Context: an optimization exercise on an open-source flow, tuned for small area and a short achievable clock period. The choices shown serve that exercise and are no tape-out recipe. RTL that was checked went through simulation tests only; none was proved equivalent to the original. Power figures rest on the tool's default switching activity, not on a simulated workload. The clock port is modelled as an ideal driver; clocking choices that lean on that would not hold on a real chip.

==> flow/design.v (excerpt) <==
module strawman_rx_fsm #(
  parameter int DATA_LINE_WIDTH = 40,
  parameter int WORD_SIZE       = 32,
  parameter int TIMEOUT_CYCLES  = 64
) (
  input  logic                       clk,
  input  logic                       rst,
  input  logic [DATA_LINE_WIDTH-1:0] i_flit,
  input  logic                       i_flit_valid,
  output logic [1075:0]              o_protocol_bus,
  output logic                       o_valid,
  input  logic                       i_ready,
  output logic                       o_err,
  output logic                       o_overflow,
  output logic                       o_busy
);
For scale: roughly 5,100 cells after synthesis, about 2,200 flip-flops, roughly 1,100 I/O pins, about 66,000 um^2 of cells after synthesis.
==> flow/config.mk <==
export PLATFORM = sky130hd
export DESIGN_NAME = strawman_rx_fsm
export DESIGN_NICKNAME = strawman_rx_fsm
export VERILOG_FILES = /design/flow/design.v
export SDC_FILE = /design/flow/constraint.sdc
export NUM_CORES = 4
export LEC_CHECK = 0
export CAP_MARGIN = 20
export CORE_MARGIN = 2
export CORE_UTILIZATION = 40
export SETUP_SLACK_MARGIN = 2.85
export SLEW_MARGIN = 20
==> flow/constraint.sdc <==
create_clock -name core_clock -period 5.0 [get_ports {clk}]
set_input_delay 1.0000 -clock core_clock [delete_from_list [all_inputs] [get_ports {clk}]]
set_output_delay 1.0000 -clock core_clock [all_outputs]
set_load 0.01 [all_outputs]
standard.sh (not shown) runs the stock make flow with config.mk's settings and CLKGATE_MAP_FILE= SYNTH_SCRIPT=/design/flow/synth_recipe.tcl, a recipe that flattens the netlist after the stock synthesis.
==> flow/flow/run.sh <==
#!/bin/bash
cp standard.sh standard.sh.txt
export BUFFER_PORTS_ARGS="-buffer_cell sky130_fd_sc_hd__buf_2"
export CTS_ARGS="-sink_clustering_enable -repair_clock_nets -sink_clustering_size 30 -sink_clustering_max_diameter 120 -dont_use_dummy_load"
bash standard.sh MATCH_CELL_FOOTPRINT=0 finish > standard.log 2>&1
The first run finished clean.
Next try:
==> flow/run.sh (new file) <==
#!/bin/bash
# synth_recipe.tcl (not shown) runs the flow's synth.tcl, then flattens the netlist and writes it again
# the make line also repeats each setting of config.mk as NAME=value (left out here)
make -C /OpenROAD-flow-scripts/flow DESIGN_CONFIG=/design/flow/config.mk WORK_HOME=/design/flow/orfs CLKGATE_MAP_FILE= SYNTH_SCRIPT=/design/flow/synth_recipe.tcl finish
SETUP_SLACK_MARGIN = 2.5   (was 2.85)
removed: flow/flow/run.sh
removed: flow/standard.sh
- The new run went through all stages and came out clean
- power climbs by 29%
- non-clock buffer count drops by 268
- global-route usage climbs by 0.29 points
Next try:
==> flow/flow/run.sh (new file) <==
#!/bin/bash
cp standard.sh standard.sh.txt
export BUFFER_PORTS_ARGS="-buffer_cell sky130_fd_sc_hd__buf_2"
export CTS_ARGS="-sink_clustering_enable -repair_clock_nets -sink_clustering_size 30 -sink_clustering_max_diameter 120 -dont_use_dummy_load"
bash standard.sh > standard.log 2>&1
==> flow/standard.sh (new file) <==
#!/bin/bash
# synth_recipe.tcl (not shown) runs the flow's synth.tcl, then flattens the netlist and writes it again
# the make line also repeats each setting of config.mk as NAME=value (left out here)
make -C /OpenROAD-flow-scripts/flow DESIGN_CONFIG=/design/flow/config.mk WORK_HOME=/design/flow/orfs CLKGATE_MAP_FILE= SYNTH_SCRIPT=/design/flow/synth_recipe.tcl "${@:-finish}"
CORE_UTILIZATION = 50   (was 40)
SETUP_SLACK_MARGIN = 2.6   (was 2.5)
removed: flow/run.sh
Effect:
- cell area came out lower by 11%
- cell count came out lower by about 9%
- combinational power is lower by 4.8%
- total power goes down by 23%
- count of clock-buffer cells in the layout drops by 254
- setup slack gets better by 0.0095 ns
- synthesized cell count is unchanged
- routed wire length falls by about 3%
- utilization goes up by 5.9 points
Next try:
--- a/flow/flow/run.sh
+++ b/flow/flow/run.sh
@@ -3 +3 @@
-export BUFFER_PORTS_ARGS="-buffer_cell sky130_fd_sc_hd__buf_2"
+export BUFFER_PORTS_ARGS="-buffer_cell sky130_fd_sc_hd__buf_1"
@@ -5 +5 @@
-bash standard.sh > standard.log 2>&1
+bash standard.sh MATCH_CELL_FOOTPRINT=0 finish > standard.log 2>&1
CORE_UTILIZATION = 40   (was 50)
SETUP_SLACK_MARGIN = 2.7   (was 2.6)
Outcome:
- wire length shrinks by 0.94%
- cell area grows by 3.9%
- setup slack improved by 0.049 ns
- utilization shrinks by 9.7 points
- critical path depth grows by 3
- power stays flat
- worst hold slack improved by 0.020 ns
Next try:
--- a/flow/flow/run.sh
+++ b/flow/flow/run.sh
@@ -3 +3 @@
-export BUFFER_PORTS_ARGS="-buffer_cell sky130_fd_sc_hd__buf_1"
+export BUFFER_PORTS_ARGS="-buffer_cell sky130_fd_sc_hd__buf_2"
Result: Setup slack improved by 0.12 ns. Design area goes up by 0.41%. Area after synthesis does not change. Maximum frequency rises by 5.5%. Sequential power hardly moves. Sequential cell count is unchanged. Count of clock-buffer cells in the layout stays the same. Worst hold slack gets better by 0.0077 ns.
Next try:
--- a/flow/flow/run.sh
+++ b/flow/flow/run.sh
@@ -5 +5 @@
-bash standard.sh MATCH_CELL_FOOTPRINT=0 finish > standard.log 2>&1
+bash standard.sh > standard.log 2>&1
Effect: The changed run finished clean. Total power is about the same. Non-clock buffer count does not change. Via count went down by about 0.3%. Final area stays flat. Clock power barely changes. Global-route usage stays flat. Fmax came out lower by 5.4%.


strawman_rx_fsm again, from the RTL that the note above started with.
clock: 5.0 ns
lec_check: 0
cap_margin: 20
core_margin: 2
core_utilization: 40
setup_slack_margin: 2.6
slew_margin: 20
==> flow/flow/run.sh <==
#!/bin/bash
cp standard.sh standard.sh.txt
export BUFFER_PORTS_ARGS="-buffer_cell sky130_fd_sc_hd__buf_2"
export CTS_ARGS="-sink_clustering_enable -repair_clock_nets -sink_clustering_size 30 -sink_clustering_max_diameter 120 -dont_use_dummy_load"
bash standard.sh > standard.log 2>&1
Rerun with:
==> flow/flow/run.sh (replaced) <==
#!/bin/bash
cp standard.sh standard.sh.txt
export BUFFER_PORTS_ARGS="-buffer_cell sky130_fd_sc_hd__buf_2"
export CTS_ARGS="-sink_clustering_enable -repair_clock_nets -sink_clustering_size 24 -sink_clustering_max_diameter 90 -dont_use_dummy_load"
bash standard.sh MATCH_CELL_FOOTPRINT=0 finish > standard.log 2>&1
Settings changed: SETUP_SLACK_MARGIN 2.6 to 2.7.
Outcome: Register-to-register slack is about the same; wire length increases by 1.5%; sequential share of layout area fell by 2.4 points; setup slack is better by 9.3 ps; first-iteration DRC count climbs by 5.6%; non-clock buffer count grows by 61; cell area rose by 6.4%; via count increases by 1.2%; total power increases by 3.0%; clock-buffer cell count went up by 20; worst hold slack degrades by 32 ps.
Rerun with:
==> flow/flow/run.sh (replaced) <==
#!/bin/bash
cp standard.sh standard.sh.txt
export BUFFER_PORTS_ARGS="-buffer_cell sky130_fd_sc_hd__buf_2"
export CTS_ARGS="-sink_clustering_enable -repair_clock_nets -sink_clustering_size 30 -sink_clustering_max_diameter 120 -dont_use_dummy_load"
bash standard.sh MATCH_CELL_FOOTPRINT=0 finish > standard.log 2>&1
Settings changed: CORE_UTILIZATION 40 to 45, SETUP_SLACK_MARGIN 2.7 to 2.75.
=> Sequential cell count does not change. Final cell count is lower by 3.2%. Via count is lower by about 0.7%. Core utilization is higher by 6.6 points. Worst setup slack is better by 25 ps.


== v5 ==
Another version of the RTL of strawman_rx_fsm (not shown whole).
For scale: roughly 5100 cells after synthesis, ~2200 flip-flops, ~1100 I/O pins.
export LEC_CHECK = 0
export CAP_MARGIN = 20
export CORE_MARGIN = 2
export CORE_UTILIZATION = 40
export SETUP_SLACK_MARGIN = 2.7
export SLEW_MARGIN = 20
create_clock -name core_clock -period 5.0 [get_ports {clk}]
==> flow/flow/run.sh <==
#!/bin/bash
cp standard.sh standard.sh.txt
export BUFFER_PORTS_ARGS="-buffer_cell sky130_fd_sc_hd__buf_2"
export CTS_ARGS="-sink_clustering_enable -repair_clock_nets -sink_clustering_size 30 -sink_clustering_max_diameter 120 -dont_use_dummy_load"
bash standard.sh MATCH_CELL_FOOTPRINT=0 finish > standard.log 2>&1
v5 finished every stage and its layout cleared the timing, DRC and antenna checks.
Edits applied to the flow inputs when going from v5 to v58:
- swapping 2.7 for 2.6 in SETUP_SLACK_MARGIN
==> flow/flow/run.sh <==
#!/bin/bash
cp standard.sh standard.sh.txt
export BUFFER_PORTS_ARGS="-buffer_cell sky130_fd_sc_hd__buf_2"
export CTS_ARGS="-sink_clustering_enable -repair_clock_nets -sink_clustering_size 30 -sink_clustering_max_diameter 120 -dont_use_dummy_load"
bash standard.sh > standard.log 2>&1
[summary]
- Re routed via count: v5 and v58 aren't equal, and the lower value belongs to v58.
- Final non-filler cell area (v58 over v5): decrease, about 2.5%
- Diff v5 -> v58: net switching power comparable; highest fanout seen on the critical path up 34%; overall routed net length shrank by 0.84%.
- As far as simple-gate share of the synthesized area goes, v58 and v5 are indistinguishable; the numbers are identical.
- For v5, the highest metal layer with signal wires was met5, unlike v58, where it was met4.
- v58 falls short of v5 in setup slack.
- v5 → v58: register-to-register slack went down 0.10 ns; non-clock buffer count lower.
The inputs of v51 differ from those of v58 as listed below.
- a change of SETUP_SLACK_MARGIN from 2.6 to 2.7
==> comparison <==
Against v58, v51 comes in 1.7 points higher on data-path buffer share of cell area in the final layout.
The run with more routed wire is v51, not v58.
v58 reports its leading cell type in the layout, fill and taps excluded as sky130_fd_sc_hd__dfxtp_1 while v51 reports sky130_fd_sc_hd__a22o_1.
The clock-pin slew on the worst setup and hold paths was comparable across v51 and v58.
Diff v58 -> v51: worst hold-check slack now larger, fraction of area in multi-input gates moved down, cell area now sits higher.
No functional check of the RTL was part of any run of this note.


== violet ==
Another version of the RTL of strawman_rx_fsm (not shown whole).
Size: about 2200 flip-flops, about 0.066 mm² of cells after synthesis.
Settings: LEC_CHECK=0, CAP_MARGIN=20, CORE_MARGIN=2, CORE_UTILIZATION=40, SLEW_MARGIN=20; clock period 5.0 ns.
run.sh (not shown) runs the stock make flow with config.mk's settings and CLKGATE_MAP_FILE= SYNTH_SCRIPT=/design/flow/synth_recipe.tcl, a recipe that flattens the netlist after the stock synthesis.
Stock flow here: none of the scripts above is used.
violet: full flow OK, the timing, DRC and antenna checks passed
The following lists how indigo was set up differently from violet:
Settings: SETUP_SLACK_MARGIN: unset -> 2.5.
Notes after the runs:
The final layout from indigo, which completed every stage, passed the timing, DRC and antenna checks at the end of the flow.
Diff violet -> indigo | sequential fraction of total cell area | increase of 2.1 points
Clock group share of total power delta (violet -> indigo): insignificant
indigo ended up with met4 as its top metal layer carrying routed signals; violet ended up with met5.
violet reports its most common cell after layout, fill and taps aside as sky130_fd_sc_hd__dfxtp_1 while indigo reports sky130_fd_sc_hd__a22o_1.
Compared with violet, indigo shows a share of the core filled with cells in the final layout that is 1.4 points lower.
No functional check of the RTL was part of any run of this note.

separate check: timing with driven ports:
In the flow no input, the clock included, has a driving cell. The finished layouts below were timed again as built, in two steps. Step 1: set_driving_cell puts a clkbuf_16 on clk and a buf_2 on each other input, an assumption about the parent block. Step 2 moves the port delays by t, midway between the first and last clock arrival at a register: inputs arrive t later, outputs are due t later. That takes back most of the time a late clock gives input paths. Slacks: ideal ports / drivers / drivers and shift; pairs: ideal ports / drivers.
| run | t, ns | slack for setup (ns) | worst setup path after step 2 | slew at the worst register clock pin (ns) |
|---|---|---|---|---|
| the first run of note 1 | 0.800 | 2.714 / 2.622 / 2.090 | input to register | 0.12 / 0.12 |
| the second run of note 1 | 0.921 | 2.561 / 2.468 / 1.656 | input to register | 0.07 / 0.07 |
| the third run of note 1 | 0.798 | 2.570 / 2.546 / 1.914 | input to register | 0.12 / 0.12 |
| the fourth run of note 1 | 0.777 | 2.619 / 2.642 / 1.864 | input to register | 0.12 / 0.12 |
| the fifth run of note 1 | 0.781 | 2.743 / 2.655 / 1.896 | input to register | 0.12 / 0.12 |
| the sixth run of note 1 | 0.781 | 2.615 / 2.615 / 1.886 | input to register | 0.12 / 0.12 |
| the first run of note 2 | 0.771 | 2.638 / 2.587 / 1.816 | input to register | 0.12 / 0.12 |
| the second run of note 2 | 0.777 | 2.647 / 2.641 / 1.942 | input to register | 0.10 / 0.10 |
| the third run of note 2 | 0.776 | 2.672 / 2.672 / 2.008 | input to register | 0.12 / 0.12 |
| v5 | 0.760 | 2.670 / 2.656 / 1.896 | input to register | 0.12 / 0.12 |
| v58 | 0.762 | 2.571 / 2.568 / 1.805 | input to register | 0.12 / 0.12 |
| v51 | 0.762 | 2.646 / 2.630 / 1.868 | input to register | 0.12 / 0.12 |
| violet | 0.935 | 1.925 / 1.917 / 0.981 | input to register | 0.07 / 0.07 |
| indigo | 0.938 | 2.421 / 2.447 / 1.545 | input to register | 0.07 / 0.07 |
After both steps every run listed still meets setup and hold. For violet, which loses most, drivers alone change the setup slack by -0.008 ns; drivers and shift together by -0.944 ns.
